Context: an optimization exercise on an open-source flow, tuned for small area, a short achievable clock period and few clock cycles per item. The choices shown serve that exercise and are no tape-out recipe. Function was checked by simulation only, so behaviour that the tests miss may differ from the original.

## flow/design.v (module list and top-level ports; edited modules follow where they fit)
// module digital_resonator_bank: 5954 lines
module digital_resonator_bank #(
  parameter int unsigned DATA_W    = 16,
  parameter int unsigned COEF_W    = 18,
  parameter int unsigned COEF_FRAC = 16,
  parameter int unsigned NUM_CH    = 4,
  localparam int unsigned CH_W     = (NUM_CH > 1) ? $clog2(NUM_CH) : 1
) (
  input  logic                     clk,
  input  logic                     reset_n,
  input  logic                     enable,
  input  logic                     clr,
  input  logic [NUM_CH*DATA_W-1:0] d,
  input  logic                     coef_we,
  input  logic [CH_W-1:0]          coef_ch,
  input  logic [1:0]               coef_sel,
  input  logic [COEF_W-1:0]        coef_data,
  output logic [NUM_CH*DATA_W-1:0] q,
  output logic                     q_valid,
  output logic                     busy,
  output logic                     sat_flag,
  output logic                     overrun
);
  // ...
==> flow/flow/run.sh <==
#!/bin/bash
# Layout flow: the standard synthesis, then a netlist pass that removes
# inverters around full adders (flow/fapol.py), then the standard layout.
set -euo pipefail
R=orfs/results/${FLOW_PLATFORM}/digital_resonator_bank/base
bash standard.sh synth > synth.log 2>&1
cp $R/1_2_yosys.v $R/1_2_yosys.std.v
python3 flow/fapol.py $R/1_2_yosys.std.v $R/1_2_yosys.fapol.v > fapol.log 2>&1
cp $R/1_2_yosys.fapol.v $R/1_2_yosys.v
rm -f $R/1_synth.odb $R/1_synth.sdc
bash standard.sh finish > finish.log 2>&1
==> flow/flow/fapol.py <==
#!/usr/bin/env python3
"""Remove inverters around sky130 full adders and XOR gates.

A full adder is self-dual: FA(~a,~b,~c) = (~sum, ~cout), so each fa cell may
work on complemented signals. An xor2/xnor2 gate absorbs any inversion of an
input or its output by swapping xor2 <-> xnor2. This pass chooses polarities
so that as few inverters as possible remain, then rewrites the netlist.
Registers and ports are left as they are.

usage: fapol.py in.v out.v
"""
import re, sys
from collections import defaultdict

src = open(sys.argv[1]).read()
m = re.search(r'\bmodule\s+(\w+)', src)
mod_start = m.start()
body_start = src.index(';', m.end()) + 1
end_idx = src.rindex('endmodule')
body = src[body_start:end_idx]

stmts = [s.strip() for s in body.split(';') if s.strip()]
cell_re = re.compile(r'^(sky130_fd_sc_hd__\w+)\s+(\S+)\s*\((.*)\)$', re.S)
decls, cells, others = [], [], []
for s in stmts:
    cm = cell_re.match(s)
    if cm:
        pins = dict((p, n.strip()) for p, n in re.findall(r'\.(\w+)\(([^()]*)\)', cm.group(3)))
        cells.append([cm.group(1), cm.group(2), pins])
    elif re.match(r'^(wire|input|output|inout|reg)\b', s):
        decls.append(s)
    else:
        others.append(s)

OUTP = {'X', 'Y', 'Q', 'Q_N', 'SUM', 'COUT', 'HI', 'LO'}
def is_inv(t): return re.match(r'sky130_fd_sc_hd__(clk)?inv_\d+$', t) is not None
def is_fa(t): return re.match(r'sky130_fd_sc_hd__fa_\d+$', t) is not None
def is_xor(t): return re.match(r'sky130_fd_sc_hd__x(n)?or2_\d+$', t) is not None

frozen = set()
for d in decls:
    if d.startswith(('input', 'output', 'inout')):
        for n in re.findall(r'(\\?\S+)\s*$', d):
            frozen.add(n)
for o in others:
    for n in re.findall(r'[\\\w$.\[\]]+', o):
        frozen.add(n)

parent, parity = {}, {}
def find(n):
    if n not in parent:
        parent[n] = n; parity[n] = 0
        return n, 0
    p = 0; x = n; path = []
    while parent[x] != x:
        path.append(x); p ^= parity[x]; x = parent[x]
    acc = p
    for y in path:
        py = parity[y]; parent[y] = x; parity[y] = acc; acc ^= py
    return x, p
def union(a, b, par):
    ra, pa = find(a); rb, pb = find(b)
    if ra == rb: return
    parent[rb] = ra; parity[rb] = pa ^ pb ^ par

for t, n, p in cells:
    if is_inv(t): union(p['A'], p['Y'], 1)

drv = {}
cons = defaultdict(list)
for i, (t, n, p) in enumerate(cells):
    if is_inv(t): continue
    for pin, net in p.items():
        r, pol = find(net)
        if pin in OUTP: drv[r] = (i, pin, pol)
        else: cons[r].append((i, pin, pol))
frozen_roots = set(find(n)[0] for n in frozen if n in parent)
# a class is editable when it has a cell driver and no port or assign net
edit = set(r for r in drv if r not in frozen_roots)

kind = ['fa' if is_fa(t) else 'xor' if is_xor(t) else 'fix' for t, n, p in cells]
flip = [0] * len(cells)
# an FA may flip only if all its classes are editable
cand = [i for i, c in enumerate(cells) if kind[i] == 'fa'
        and all(find(n)[0] in edit for n in c[2].values())]

def needs(r):
    s = set()
    for (ci, cpin, cpol) in cons[r]:
        k = kind[ci]
        if k == 'xor': continue
        s.add(cpol ^ (flip[ci] if k == 'fa' else 0))
    return s
def dpol(r):
    i, pin, pol = drv[r]
    k = kind[i]
    if k == 'xor': return None
    return pol ^ (flip[i] if k == 'fa' else 0)
def cost(r):
    s = needs(r); d = dpol(r)
    if d is None: return 1 if len(s) == 2 else 0
    return 1 if (d ^ 1) in s else 0

fa_roots = {i: set(find(n)[0] for n in cells[i][2].values()) for i in cand}
before = sum(cost(r) for r in edit)
changed = True; it = 0
while changed and it < 100:
    changed = False; it += 1
    for i in cand:
        c0 = sum(cost(r) for r in fa_roots[i])
        flip[i] ^= 1
        c1 = sum(cost(r) for r in fa_roots[i])
        if c1 < c0: changed = True
        elif c1 == c0 and it < 3:
            pass   # keep flip on ties early to escape plateaus
        else: flip[i] ^= 1
after = sum(cost(r) for r in edit)
sys.stderr.write(f"fapol: editable classes needing an inverter: {before} -> {after}, "
                 f"flipped {sum(flip)} of {len(cand)} adders\n")

drop = set(i for i, (t, n, p) in enumerate(cells) if is_inv(t) and find(p['A'])[0] in edit)
xor_tog = defaultdict(int)
newcells, newwires = [], []
cnt = 0
for r in edit:
    i, pin, pol = drv[r]
    dnet = cells[i][2][pin]
    s = needs(r)
    d = dpol(r)
    if d is None:
        d = next(iter(s)) if len(s) == 1 else pol
        xor_tog[i] ^= d ^ pol          # output polarity change of the xor
    inet = None
    for (ci, cpin, cpol) in cons[r]:
        k = kind[ci]
        if k == 'xor':
            cells[ci][2][cpin] = dnet
            xor_tog[ci] ^= d ^ cpol
            continue
        need = cpol ^ (flip[ci] if k == 'fa' else 0)
        if need == d:
            cells[ci][2][cpin] = dnet
        else:
            if inet is None:
                cnt += 1
                inet = f"_fapol_n{cnt}_"
                newwires.append(inet)
                newcells.append(['sky130_fd_sc_hd__inv_1', f"_fapol_i{cnt}_", {'A': dnet, 'Y': inet}])
            cells[ci][2][cpin] = inet
for i, tg in xor_tog.items():
    if tg:
        t = cells[i][0]
        p = cells[i][2]
        if 'xnor2' in t:
            cells[i][0] = t.replace('xnor2', 'xor2'); p['X'] = p.pop('Y')
        else:
            cells[i][0] = t.replace('xor2', 'xnor2'); p['Y'] = p.pop('X')

res = [src[mod_start:body_start]]
for dcl in decls: res.append("  " + dcl + " ;")
for w in newwires: res.append(f"  wire {w};")
for idx, (t, n, p) in enumerate(cells):
    if idx in drop: continue
    res.append(f"  {t} {n} (" + ", ".join(f".{k}({v} )" for k, v in p.items()) + ");")
for t, n, p in newcells:
    res.append(f"  {t} {n} (" + ", ".join(f".{k}({v} )" for k, v in p.items()) + ");")
for o in others: res.append("  " + o + " ;")
res.append("endmodule")
open(sys.argv[2], 'w').write(src[:mod_start] + "\n".join(res) + "\n" + src[end_idx + len('endmodule'):])
sys.stderr.write(f"fapol: removed {len(drop)} inverters, added {len(newcells)}, "
                 f"swapped {sum(1 for v in xor_tog.values() if v)} xor gates\n")
==> flow/standard.sh <==
#!/bin/bash
# synth_recipe.tcl (not shown) runs the flow's synth.tcl, then flattens the netlist and writes it again
# the make line also repeats each setting of config.mk as NAME=value (left out here)
make -C /OpenROAD-flow-scripts/flow DESIGN_CONFIG=/design/flow/config.mk WORK_HOME=/design/flow/orfs CLKGATE_MAP_FILE= SYNTH_SCRIPT=/design/flow/synth_recipe.tcl "${@:-finish}"
==> flow/config.mk <==
export PLATFORM = sky130hd
export DESIGN_NAME = digital_resonator_bank
export DESIGN_NICKNAME = digital_resonator_bank
export VERILOG_FILES = /design/flow/design.v
export SDC_FILE = /design/flow/constraint.sdc
export NUM_CORES = 4
export LEC_CHECK = 0
export ABC_AREA = 1
export CAP_MARGIN = 20
export CORE_MARGIN = 2
export CORE_UTILIZATION = 50
export SETUP_SLACK_MARGIN = 3.0
export SLEW_MARGIN = 20
==> flow/constraint.sdc <==
create_clock -name core_clock -period 11.5 [get_ports {clk}]
set_input_delay 2.3000 -clock core_clock [delete_from_list [all_inputs] [get_ports {clk}]]
set_output_delay 2.3000 -clock core_clock [all_outputs]
set_load 0.01 [all_outputs]
==> results.py, run 1 <==
metrics = {
    "synth": {
        "synthCells": 10200,
    },
    "hold_path": {
        "whs_endpoint": "a1_sh[2][17]",
    },
    "cells_and_area": {
        "top_regs": "a1_sh: 72 flops, a2_sh: 72 flops, g_sh: 72 flops",
        "buf_share_pct": 6.013,
        "layout_common_cells": "1,535 x o22ai_1, 1,529 x fa_1, 1,197 x nand2_1",
        "diodes": 10,
        "multi_input_area_share_pct": 76.56,
        "numSequentialCells": 348,
        "nFillCells": 16330,
    },
    "setup_path": {
        "slowest_delay_ns": 0.56,
        "r2r-end": "q[39]",
        "cp.arrival_ns": 9.17,
        "crit_fanout": 8,
        "start_kind": "flip-flop",
    },
    "sta": {
        "rsz0062_at_grt": "yes",
        "post-route-period-util_pct": 74.29,
    },
    "die": {
        "taps": 2370,
        "boundaryPins": 159,
        "fp.dieArea_um2": 185800,
    },
    "place": {
        "gp_congestion": 1.010,
    },
    "detailed_routing": {
        "dr_wl_met2_mm": 162.0,
        "drt_iter0_drc": 10120,
    },
    "cts": {
        "cts.clk_slew.worst_paths_ns": 0.06,
        "root_buffer": "clkbuf_16",
    },
    "global_routing": {
        "grt_max_degree": 83,
        "grt-busiest-layer": "met2",
    },
    "status": {
        "outcome": "finished clean",
    },
}
Testbench counts, summed over its fixed seeds: cycles 1,600, frames 1,600.
==> run 2: changes to the inputs <==
--- a/flow/flow/fapol.py
+++ b/flow/flow/fapol.py
@@ -104,15 +104,32 @@
 fa_roots = {i: set(find(n)[0] for n in cells[i][2].values()) for i in cand}
 before = sum(cost(r) for r in edit)
-changed = True; it = 0
-while changed and it < 100:
-    changed = False; it += 1
+import random
+random.seed(1)
+def delta(i):
+    c0 = sum(cost(r) for r in fa_roots[i])
+    flip[i] ^= 1
+    c1 = sum(cost(r) for r in fa_roots[i])
+    flip[i] ^= 1
+    return c1 - c0
+# simulated annealing over adder polarities, then greedy descent
+cur = before
+best = cur; best_flip = list(flip)
+n = len(cand)
+steps = 100 * n
+for s_ in range(steps):
+    T = 1.5 * (1 - s_ / steps) + 0.01
+    i = cand[random.randrange(n)]
+    d = delta(i)
+    if d <= 0 or random.random() < pow(2.718, -d / T):
+        flip[i] ^= 1; cur += d
+        if cur < best:
+            best = cur; best_flip = list(flip)
+flip[:] = best_flip
+changed = True
+while changed:
+    changed = False
     for i in cand:
-        c0 = sum(cost(r) for r in fa_roots[i])
-        flip[i] ^= 1
-        c1 = sum(cost(r) for r in fa_roots[i])
-        if c1 < c0: changed = True
-        elif c1 == c0 and it < 3:
-            pass   # keep flip on ties early to escape plateaus
-        else: flip[i] ^= 1
+        if delta(i) < 0:
+            flip[i] ^= 1; changed = True
 after = sum(cost(r) for r in edit)
 sys.stderr.write(f"fapol: editable classes needing an inverter: {before} -> {after}, "
--- a/flow/config.mk
+++ b/flow/config.mk
@@ -10,4 +10,4 @@
 export CORE_MARGIN = 2
 export CORE_UTILIZATION = 50
-export SETUP_SLACK_MARGIN = 3.0
+export SETUP_SLACK_MARGIN = 5.0
 export SLEW_MARGIN = 20
==> run 2 against run 1 <==
Utilization rose by 1.2 points. First-iteration DRC count shrank 0.59%. Critical path type unchanged. Cell count decreased by 0.95%. Clock skew is 0.018 ns higher. Die area down 0.78%. Area after synthesis fell by 0.79%. Sequential share of layout area shrank 0.16 points. Clock-buffer cell count shrank 11. Non-clock buffer count grew 75. Highest routed layer unchanged. Global-route usage rose by 0.24 points. Via count shrank 1.3%. Still clean on timing, DRC and antenna. Setup slack improved by 0.13 ns.
==> results.py, run 2 <==
metrics = {
    "setup_path": {
        "cpMostUsedCell": "fa_1",
        "cp_top_family": "adder cells",
        "start_kind": "flip-flop",
        "crit_required_ns": 12.06,
        "critical_path_class": "reg2reg",
        "cp.arrival_ns": 8.97,
        "crit_fanout": 8,
        "slowest_stage": "fa_2",
        "slowest_delay_ns": 0.57,
        "cp.buffers_inverters": 6,
        "crit_path_end_kind": "flip-flop",
    },
    "status": {
        "outcome": "finished clean",
    },
    "detailed_routing": {
        "wl_per_cell_um": 29.37,
        "vias_per_cell": 6.450,
        "vias": 81300,
        "first_pass_iters": 7,
        "routed_wl_mm": 370.2,
        "drt_iter0_drc": 10060,
        "ant_nets": 0,
        "drc": 0,
    },
    "synth": {
        "syn_avg_cell_area_um2": 9.039,
        "synthCells": 10010,
        "yosys_warnings": 6,
        "syn_area_um2": 90460,
    },
    "die": {
        "fp.dieW_um": 429.4,
        "fp.dieArea_um2": 184300,
        "initial_core_util_pct": 50.16,
        "num_rows": 156,
        "coreArea_um2": 180400,
        "boundaryPins": 159,
        "die_y_um": 429.4,
    },
    "global_routing": {
        "antenna_found_initial": 16,
        "grt_max_degree": 119,
        "grt_overflow": 0,
        "grt_first_pass_wirelength_mm": 547.2,
        "grt_pass1_vias": 82070,
        "grt_usage_pct": 39.79,
    },
    "sta": {
        "post-route-period-util_pct": 73.12,
        "skew_ns": 0.05620,
        "worst_pin_slew_ns": 1.185,
        "finalCriticalPeriod_ns": 8.409,
        "setup_viol": 0,
        "rsz0062_at_grt": "yes",
        "fmax_mhz": 118.9,
        "post-route-worst-setup-slack_ns": 3.091,
        "finalSetupTns_ns": 0,
        "slew_headroom_pct": 20.97,
        "slew_violations": 0,
        "hold_viol_final": 0,
    },
    "cts": {
        "cts.clk_slew.worst_paths_ns": 0.06,
        "postCtsHoldBufs": 0,
        "cts_sinks": 348,
        "htree_num_levels": 2,
        "cts_buffers": 50,
        "clk_path_buf_depth": 3,
        "cts_tree": "built",
        "root_buffer": "clkbuf_16",
        "clock_latency_ns": 0.72,
    },
    "cells_and_area": {
        "multi_input_area_um2": 80760,
        "top_regs": "a1_sh: 72 flops, a2_sh: 72 flops, g_sh: 72 flops",
        "final_common_cell": "o22ai_1",
        "drive_gt1_share_pct": 17.72,
        "final_nets": 12250,
        "nFillCells": 16110,
        "seqCellArea_um2": 9047,
        "syn_to_final_growth_pct": 16.26,
        "layout_common_cells": "1,504 x o22ai_1, 1,423 x fa_1, 1,135 x nand2_1",
    },
    "place": {
        "pre_cts_slack_ns": 1.624,
        "gp_congestion": 0.9917,
        "numPortBuffers": 156,
        "dp_hpwl_mm": 277.6,
    },
    "hold_path": {
        "hp-class": "reg2reg",
    },
    "flow_run": {
        "drv_cap": 0,
    },
}
## run 2: cell count changes in the layout (fill, tap and decap cells not counted), moves of 26 or more
cell / before / now
buf_4: 455 / 498
fa_1: 1529 / 1423
fa_2: 143 / 249
inv_1: 825 / 608
nand2_1: 1197 / 1135
nand2_2: 66 / 109
o22ai_1: 1535 / 1504
o22ai_2: 27 / 56
xor2_1: 1067 / 1041
## run 2: layout make-up
cell class              count  share of cell area [%]
multi-input cells        8188                   76.79
flip-flops and latches    348                   8.603
repair buffers            760                   6.805
inverters                 825                   3.324
well taps                2370                   2.820
clock buffers              61                   1.317
clock inverters            32                  0.2724
diodes                     15                 0.03569
repair inverters            5                 0.03331
## run 2: stage by stage
stage               util [%]  area [um^2]  hold WS [ns]  cells
floorplan                  -        92460        0.4530  10010
global placement       52.53        94740        0.4671  12030
detailed placement     52.54        94750        0.4730  12030
CTS                    55.95       100900        0.4813  12420
global route           58.30       105100        0.5001  12600
finish                 58.31       105200        0.4777  12600
## run 2: worst min-delay path, cell delays in order, from the launching register on
cell,delay (ns)
dfrtp_1,0.34
nand2_1,0.06
nand2_1,0.05
## run 2: routing by layer
| metal | routed length [um] | GRT usage [%] |
|---|---|---|
| met1 | 143600 | 54.01 |
| met2 | 163100 | 59.69 |
| met3 | 39400 | 8.699 |
| met4 | 24070 | 20.96 |
| met5 | 99 | 0 |
## run 2: worst paths after layout
kind,cells past startpoint,start,slack [ns],end
max,32,y1_z[2],3.09,sat_flag
min reg2reg,2,q[48],0.48,q[48]
min in group asynchronous,1,reset_n,1.56,q[37]
max reg2reg,32,y1_z[2],3.09,sat_flag
max in group asynchronous,3,reset_n,7.78,q[19]
min,2,q[48],0.48,q[48]
## run 2: repair_timing
action / CTS / global route
setup buffers: 292 / 158
setup endpoints to repair: 65 / 65
gates cloned: 6 / 14
pin swaps: 195 / 318
gates resized for setup: 469 / 611

## afterwards: timing with drivers on the ports
How much do the figures lean on ideal ports? The routed layouts below were timed once more, with nothing changed but the port constraints.
Step 1, drivers: a clkbuf_16 drives clk and a buf_2 each remaining input, both assumed.
Step 2 adds t to the input delays and takes it off the output delays; t is the mean of the earliest and latest rising clock arrival at the registers after step 1. Input paths then give back, and output paths get back, about the clock's delay inside the block.
a / b / c = ideal / step 1 / step 2; a / b = the first two.
run	t, ns	setup slack, ns	worst hold slack (ns)	clock arrival spread, ns	cell pins on the clock port's net
run 1	0.793	2.957 / 2.957 / 2.731	0.484 / 0.484 / 0.484	0.044 / 0.044	1
run 2	0.791	3.091 / 3.091 / 2.841	0.478 / 0.478 / 0.478	0.062 / 0.063	1
After both steps setup and hold are still met in every run listed. The setup slack of run 2, which loses most, moves by 0.000 ns with the drivers and by -0.250 ns with both steps.
